Context: an optimization exercise on an open-source flow, tuned for small area. The choices shown serve that exercise and are no tape-out recipe.
Only simulation tests tie the RTL to the original design; equivalence was not proved.
Power and IR drop assume default switching activity.

--- flow/constraint.sdc ---
create_clock -name core_clock -period 4.0 [get_ports {ti_clk}]
set_input_delay 0.8000 -clock core_clock [delete_from_list [all_inputs] [get_ports {ti_clk}]]
set_output_delay 0.8000 -clock core_clock [all_outputs]
set_load 0.01 [all_outputs]
--- flow/run.sh ---
#!/bin/bash
# synth_recipe.tcl (not shown) runs the flow's synth.tcl, then flattens the netlist and writes it again
# the make line also repeats each setting of config.mk as NAME=value (left out here)
make -C /OpenROAD-flow-scripts/flow DESIGN_CONFIG=/design/flow/config.mk WORK_HOME=/design/flow/orfs CLKGATE_MAP_FILE= SYNTH_SCRIPT=/design/flow/synth_recipe.tcl finish
--- flow/config.mk ---
export PLATFORM = sky130hd
export DESIGN_NAME = stream_buffer
export DESIGN_NICKNAME = stream_buffer
export VERILOG_FILES = /design/flow/design.v
export SDC_FILE = /design/flow/constraint.sdc
export NUM_CORES = 4
export LEC_CHECK = 0
export CAP_MARGIN = 20
export CORE_MARGIN = 2
export CORE_UTILIZATION = 40
export SLEW_MARGIN = 20
--- flow/design.v ---
`default_nettype none
package stream_buffer_pkg;
	localparam int SAMPLE_W = 16;
	localparam int WORD_W   = 2 * SAMPLE_W;
	localparam int FILL_W   = 32;
	typedef logic [SAMPLE_W-1:0] sample_t;
	typedef struct packed {
		sample_t hi;
		sample_t lo;
	} half_pair_t;
	typedef union packed {
		logic [WORD_W-1:0] word;
		half_pair_t        halves;
	} mem_word_u;
	typedef struct packed {
		logic      valid;
		mem_word_u data;
	} stage_t;
	typedef logic [FILL_W-1:0] fill_t;
endpackage
`default_nettype wire
`default_nettype none
module word_packer (
	input  wire logic                       ti_clk,
	input  wire logic                       rst_n,
	input  wire logic                       write,
	input  wire stream_buffer_pkg::sample_t data_in,
	output stream_buffer_pkg::stage_t       pk_word,
	output logic                            pending
);
	stream_buffer_pkg::sample_t   hold_q;
	stream_buffer_pkg::mem_word_u pk_data;
	logic                         pk_valid;
	always_ff @(posedge ti_clk or negedge rst_n) begin
		if (!rst_n) begin
			pending  <= 1'b0;
			pk_valid <= 1'b0;
		end else begin
			pk_valid <= write & pending;
			if (write) begin
				pending <= ~pending;
			end
		end
	end
	always_ff @(posedge ti_clk) begin
		if (write && !pending) begin
			hold_q <= data_in;
		end
		if (write && pending) begin
			pk_data.halves.hi <= hold_q;
			pk_data.halves.lo <= data_in;
		end
	end
	assign pk_word.valid = pk_valid;
	assign pk_word.data  = pk_data;
endmodule
`default_nettype wire
`default_nettype none
module bulk_store #(
	parameter int STORE_ADDR_W = 4
) (
	input  wire logic                      ti_clk,
	input  wire logic                      rst_n,
	input  wire stream_buffer_pkg::stage_t pk_word,
	output stream_buffer_pkg::stage_t      st_word,
	input  wire logic                      st_ready,
	output logic [STORE_ADDR_W:0]          store_count
);
	localparam int DEPTH = 1 << STORE_ADDR_W;
	logic [stream_buffer_pkg::WORD_W-1:0] mem [DEPTH];
	logic [STORE_ADDR_W-1:0]      wr_ptr;
	logic [STORE_ADDR_W-1:0]      rd_ptr;
	logic                         full;
	logic                         push;
	logic                         pop;
	logic                         drop;
	assign full = (store_count == (STORE_ADDR_W + 1)'(DEPTH));
	assign push = pk_word.valid;
	assign pop  = st_word.valid & st_ready;
	assign drop = push & full & ~pop;
	always_ff @(posedge ti_clk) begin
		if (push) begin
			mem[wr_ptr] <= pk_word.data.word;
		end
	end
	assign st_word.valid     = (store_count != '0);
	assign st_word.data.word = mem[rd_ptr];
	always_ff @(posedge ti_clk or negedge rst_n) begin
		if (!rst_n) begin
			wr_ptr <= '0;
		end else if (push) begin
			wr_ptr <= wr_ptr + 1'b1;
		end
	end
	always_ff @(posedge ti_clk or negedge rst_n) begin
		if (!rst_n) begin
			rd_ptr <= '0;
		end else if (pop || drop) begin
			rd_ptr <= rd_ptr + 1'b1;
		end
	end
	always_ff @(posedge ti_clk or negedge rst_n) begin
		if (!rst_n) begin
			store_count <= '0;
		end else begin
			case ({push, pop})
				2'b10: begin
					if (!full) begin
						store_count <= store_count + 1'b1;
					end
				end
				2'b01: begin
					store_count <= store_count - 1'b1;
				end
				default: begin
					store_count <= store_count;
				end
			endcase
		end
	end
endmodule
`default_nettype wire
`default_nettype none
module out_queue #(
	parameter int QUEUE_DEPTH = 4
) (
	input  wire logic                              ti_clk,
	input  wire logic                              rst_n,
	input  wire stream_buffer_pkg::stage_t         st_word,
	output logic                                   st_ready,
	input  wire logic                              read,
	output logic [stream_buffer_pkg::WORD_W-1:0]   data_out,
	output logic [$clog2(QUEUE_DEPTH + 1)-1:0]     queue_count
);
	localparam int CNT_W = $clog2(QUEUE_DEPTH + 1);
	localparam int PTR_W = (QUEUE_DEPTH > 1) ? $clog2(QUEUE_DEPTH) : 1;
	logic [stream_buffer_pkg::WORD_W-1:0] q_mem [QUEUE_DEPTH];
	logic [stream_buffer_pkg::WORD_W-1:0] last_q;
	logic [PTR_W-1:0]                     wr_ptr;
	logic [PTR_W-1:0]                     rd_ptr;
	logic                                 empty;
	logic                                 push;
	logic                                 pop;
	function automatic logic [PTR_W-1:0] ptr_next(input logic [PTR_W-1:0] ptr);
		ptr_next = (ptr == PTR_W'(QUEUE_DEPTH - 1)) ? {PTR_W{1'b0}} : ptr + 1'b1;
	endfunction
	assign empty    = (queue_count == '0);
	assign st_ready = (queue_count != CNT_W'(QUEUE_DEPTH));
	assign push     = st_word.valid & st_ready;
	assign pop      = read & ~empty;
	always_ff @(posedge ti_clk) begin
		if (push) begin
			q_mem[wr_ptr] <= st_word.data.word;
		end
	end
	always_ff @(posedge ti_clk or negedge rst_n) begin
		if (!rst_n) begin
			wr_ptr      <= '0;
			rd_ptr      <= '0;
			queue_count <= '0;
			last_q      <= '0;
		end else begin
			if (push) begin
				wr_ptr <= ptr_next(wr_ptr);
			end
			if (pop) begin
				rd_ptr <= ptr_next(rd_ptr);
				last_q <= q_mem[rd_ptr];
			end
			if (push && !pop) begin
				queue_count <= queue_count + 1'b1;
			end else if (pop && !push) begin
				queue_count <= queue_count - 1'b1;
			end
		end
	end
	assign data_out = empty ? last_q : q_mem[rd_ptr];
endmodule
`default_nettype wire
`default_nettype none
module fill_monitor #(
	parameter int STORE_ADDR_W = 4,
	parameter int QUEUE_DEPTH  = 4
) (
	input  wire logic                          ti_clk,
	input  wire logic                          rst_n,
	input  wire logic                          pending,
	input  wire logic [STORE_ADDR_W:0]         store_count,
	input  wire logic [$clog2(QUEUE_DEPTH + 1)-1:0] queue_count,
	output stream_buffer_pkg::fill_t           fill_count
);
	stream_buffer_pkg::fill_t pending_w;
	stream_buffer_pkg::fill_t store_w;
	stream_buffer_pkg::fill_t queue_w;
	stream_buffer_pkg::fill_t fill_next;
	assign pending_w = stream_buffer_pkg::fill_t'(pending);
	assign store_w   = stream_buffer_pkg::fill_t'(store_count) << 1;
	assign queue_w   = stream_buffer_pkg::fill_t'(queue_count) << 1;
	assign fill_next = pending_w + store_w + queue_w;
	always_ff @(posedge ti_clk or negedge rst_n) begin
		if (!rst_n) begin
			fill_count <= '0;
		end else begin
			fill_count <= fill_next;
		end
	end
endmodule
`default_nettype wire
`default_nettype none
module stream_buffer #(
	parameter int STORE_ADDR_W = 4,
	parameter int QUEUE_DEPTH  = 4
) (
	input  wire logic                            ti_clk,
	input  wire logic                            rst_n,
	input  wire logic                            write,
	input  wire stream_buffer_pkg::sample_t      data_in,
	input  wire logic                            read,
	output logic [stream_buffer_pkg::WORD_W-1:0] data_out,
	output stream_buffer_pkg::fill_t             fill_count
);
	localparam int QCNT_W = $clog2(QUEUE_DEPTH + 1);
	stream_buffer_pkg::stage_t pk_word;
	stream_buffer_pkg::stage_t st_word;
	logic                      pending;
	logic                      st_ready;
	logic [STORE_ADDR_W:0]     store_count;
	logic [QCNT_W-1:0]         queue_count;
	word_packer u_packer (
		.ti_clk(ti_clk), .rst_n(rst_n), .write(write), .data_in(data_in),
		.pk_word(pk_word), .pending(pending)
	);
	bulk_store #(.STORE_ADDR_W(STORE_ADDR_W)) u_store (
		.ti_clk(ti_clk), .rst_n(rst_n), .pk_word(pk_word),
		.st_word(st_word), .st_ready(st_ready), .store_count(store_count)
	);
	out_queue #(.QUEUE_DEPTH(QUEUE_DEPTH)) u_queue (
		.ti_clk(ti_clk), .rst_n(rst_n), .st_word(st_word), .st_ready(st_ready),
		.read(read), .data_out(data_out), .queue_count(queue_count)
	);
	fill_monitor #(.STORE_ADDR_W(STORE_ADDR_W), .QUEUE_DEPTH(QUEUE_DEPTH)) u_fill (
		.ti_clk(ti_clk), .rst_n(rst_n), .pending(pending),
		.store_count(store_count), .queue_count(queue_count), .fill_count(fill_count)
	);
endmodule
`default_nettype wire
==> summary.txt <==
Status
  • Status: timing/DRC/antenna clean

Yosys
  • Synth area leaders: edfxtp_1 72%, mux4_2 15%, dfrtp_1 5.3%
  • Ys async rst share: 8.14%
  • Most frequent cell after synthesis: edfxtp_1
  • Post-synth top flop: edfxtp_1
  • Syn_area_per_cell: 23.5 um2
  • Cell variety after synth: 38
  • Post-synth top cells: 688 x edfxtp_1, 192 x mux4_2, 66 x mux2_2
  • Sequential area share after synthesis: 77.3%
  • Yosys warns: 4
  • Post-synth top area share: 72.0%
  • Synth Instances: 1223
  • Post-synth EDFFs: slightly below 700
  • #FFs+latches synth: around 750
  • Mapped Area: around 29000 um2
  • Largest area contributor in the netlist: edfxtp_1

Critical path
  • Setup crit start kind: flop
  • Critical path class: reg2out
  • Max Fanout on Critical Path: 19
  • Critical Path End Type: primary output
  • Critical Path AT: 2.81 ns
  • R2R Setup Slk: 1.19 ns
  • Required time of the critical path: between 3 and 4 ns

Layout
  • Final net count: ~1400
  • Finished layout cell area: 33000 um2
  • Layout Utilization: between 40 and 50%
  • Antenna cell count: 0
  • # fillers: around 5800
  • Storage element area: 22200 um2
  • Layout cells sized above 1: 31.5%
  • Fin cells: 2355
  • Layout area overhead: 14.9%
  • Area occupied by multi-input gates: around 6100 um2

Die
  • Die ar.: 73900 um2
  • I/O pin cnt: 84
  • Num rows: between 90 and 100
  • Die Width: around 270 um
  • Die Ht: roughly 270 um
  • Initial cell density of the core: 40.3%
  • Core area: 71200 um2

Timing
  • Relative slew margins: 33.2%
  • Fin Clk Skew: 0.0144 ns
  • Least-Margin Pin Slew: 1.00 ns
  • Fin crit share: between 90% and 100%
  • RSZ-0062 raised after global routing: no
  • Slew Limit Fails: 0
  • Setup violators final: 0
  • Min Tclk post-route: 3.61 ns
  • F_max: 277 MHz
  • Final Hold Viols: 0
  • Total negative slack: 0 ns

GRT
  • GRT overflow: 0
  • Vias in the first global route: 13000
  • GRT busiest layer: met2
  • First-pass GRT wire length: between 80000 and 90000 um
  • GRT Overall Usage: 16.2%
  • Met3 track utilization from global routing: 2.60%
  • Met2 usage: 27.0%
  • Met1 Use GR: roughly 22%
  • Largest net degree at the start of global routing: 62
  • Initial antenna violation count: 4

Placement
  • Number of I/O port buffers: 58
  • Dpl cell area: roughly 30000 um2
  • Dpl hpwl: 34500 um
  • Placer congestion estimate: 0.723
  • Placed insts: 2217

Drt
  • DRC viols: 0
  • Via density: about 5.3
  • WL final: roughly 59000 um
  • Routed Antenna Nets: 0
  • Drt first pass iters: 5
  • Iteration-0 DRC Markers: 1212
  • DR WL/cell: 24.9 um
  • Vias: ~12000

Clock tree
  • Post-CTS setup buffer count: 0
  • Clock latency on the worst-skew pair: 0.62 ns
  • Cts bufs inserted: 75
  • Clk Tree Root Cell: clkbuf_16
  • Clock slew at reported path FFs: 0.06 ns
  • CTS Buffer Depth: 3
  • H-tree depth: 3
  • CTS tree: built
  • Clock sinks: 749
  • Post-CTS sizing: 0
  • # hold bufs at CTS: 0

Power and ir drop
  • Worst vdd ir: approximately 0.46 mV
  • Pwr/cell area: 795 nW/um2
  • Leak pwr: 10.7 nW

Worst hold path
  • Hold WC Path Type: in2async

Flow run
  • MaxCap Viol Count: 0
report_power, final:
part / total [mW] / leakage [nW] / internal (mW) / switching (mW)
registers: 11.9 / 6.97 / 10.8 / 1.08
clock network: 6.88 / 1.19 / 3.97 / 2.91
logic: 7.47 / 2.49 / 3.92 / 3.55
layout make-up:
type	instances	area share [%]
clock inverters	31	1.02
inverters	13	0.148
clock buffers	107	6.39
repair buffers	104	3.06
flip-flops and latches	749	67.3
well taps	950	3.60
multi-input cells	401	18.5
cells by family (layout without fill, tap and decap cells):
family | after synthesis | count (layout) | share of synthesized area, %
AND/OR/NAND/NOR | 60 | 60 | 1.19
XOR/XNOR | 18 | 18 | 0.549
AO/OA/AOI/OAI | 17 | 17 | 0.357
adder cells (fa/ha/maj) | 17 | 17 | 0.793
other | 1 | 25 | 0.0131
multiplexers | 264 | 264 | 17.9
buffers and inverters | 97 | 255 | 1.94
flip-flops | 749 | 749 | 77.3
metal layers:
metal	wire length (um)	up-vias
met5	0	-
met4	1110	0
met3	3230	85
met2	29200	369
met1	25200	6736
li1	-	5289
final timing paths:
| kind | start | endpoint | depth (start not counted) |
|---|---|---|---|
| max in group asynchronous | rst_n | u_store.rd_ptr[1] | 1 |
| worst min-delay path | rst_n | u_fill.fill_count[4] | 1 |
| min in group core_clock | u_packer.hold_q[12] | u_packer.pk_data[28] | 0 |
| worst max register to register | u_store.rd_ptr[1] | u_queue.q_mem[2][8] | 3 |
| worst min register to register | u_packer.hold_q[12] | u_packer.pk_data[28] | 0 |
| worst max-delay path | u_queue.rd_ptr[0] | data_out[18] | 4 |
registers in the layout, summed over array words and instances (netlist names):
signal	flops
u_store.rd_ptr	4
u_queue.last_q	32
u_packer.pk_valid	1
u_queue.wr_ptr	2
u_store.wr_ptr	4
u_queue.queue_count	3
u_packer.pk_data	32
u_packer.hold_q	16
u_queue.rd_ptr	2
u_packer.pending	1
u_store.mem	512
u_store.store_count	5
u_fill.fill_count	7
u_queue.q_mem	128
layout by cell type, fill, tap and decap left out, types with 15 or more instances in the layout:
cell             instances
clkbuf_1                21
mux2_2                  66
mux4_2                 192
buf_4                   40
conb_1                  25
ha_1                    15
clkbuf_16               75
clkdlybuf4s50_1         57
dfrtp_1                 56
edfxtp_1               688
per-stage QoR:
step | power (mW) | hold WS, ns | setup WS (ns)
2_1_floorplan | 16.7 | 0.400 | 0.266
3_3_place_gp | 19.5 | 0.418 | 0.981
3_5_place_dp | 19.7 | 0.410 | 0.970
4_1_cts | 26.6 | 0.339 | 0.297
5_1_grt | 27.5 | 0.377 | 0.246
6_report | 26.2 | 0.327 | 0.390
worst max-delay path, cell delays in order (launching register included):
cell and delay [ns]:
dfrtp_2 0.62, buf_12 0.25, mux4_2 0.54, mux2_2 0.28, clkdlybuf4s50_1 0.48

[what the ideal ports hide]
The results above use ideal ports. As a check the final layout listed here was re-extracted and re-timed, cells and wires unchanged. Step 1 assumes that a clkbuf_16 drives the clock port and a buf_2 every other input. Step 2 adds t to the input delays and takes it off the output delays; t is the mean of the earliest and latest rising clock arrival at the registers after step 1. Input paths then give back, and output paths get back, about the clock's delay inside the block. a / b / c = ideal / step 1 / step 2; a / b = the first two.
t (ns): 0.673
slack for setup (ns): 0.390 / 0.326 / 0.999
hold WS [ns]: 0.327 / 0.290 / 0.434
latest minus earliest clock arrival (ns): 0.016 / 0.016
cell pins on the clock port's net: 1
After both steps setup and hold are still met in this run. For this run, drivers alone change the setup slack by -0.064 ns; drivers and shift together by +0.609 ns.
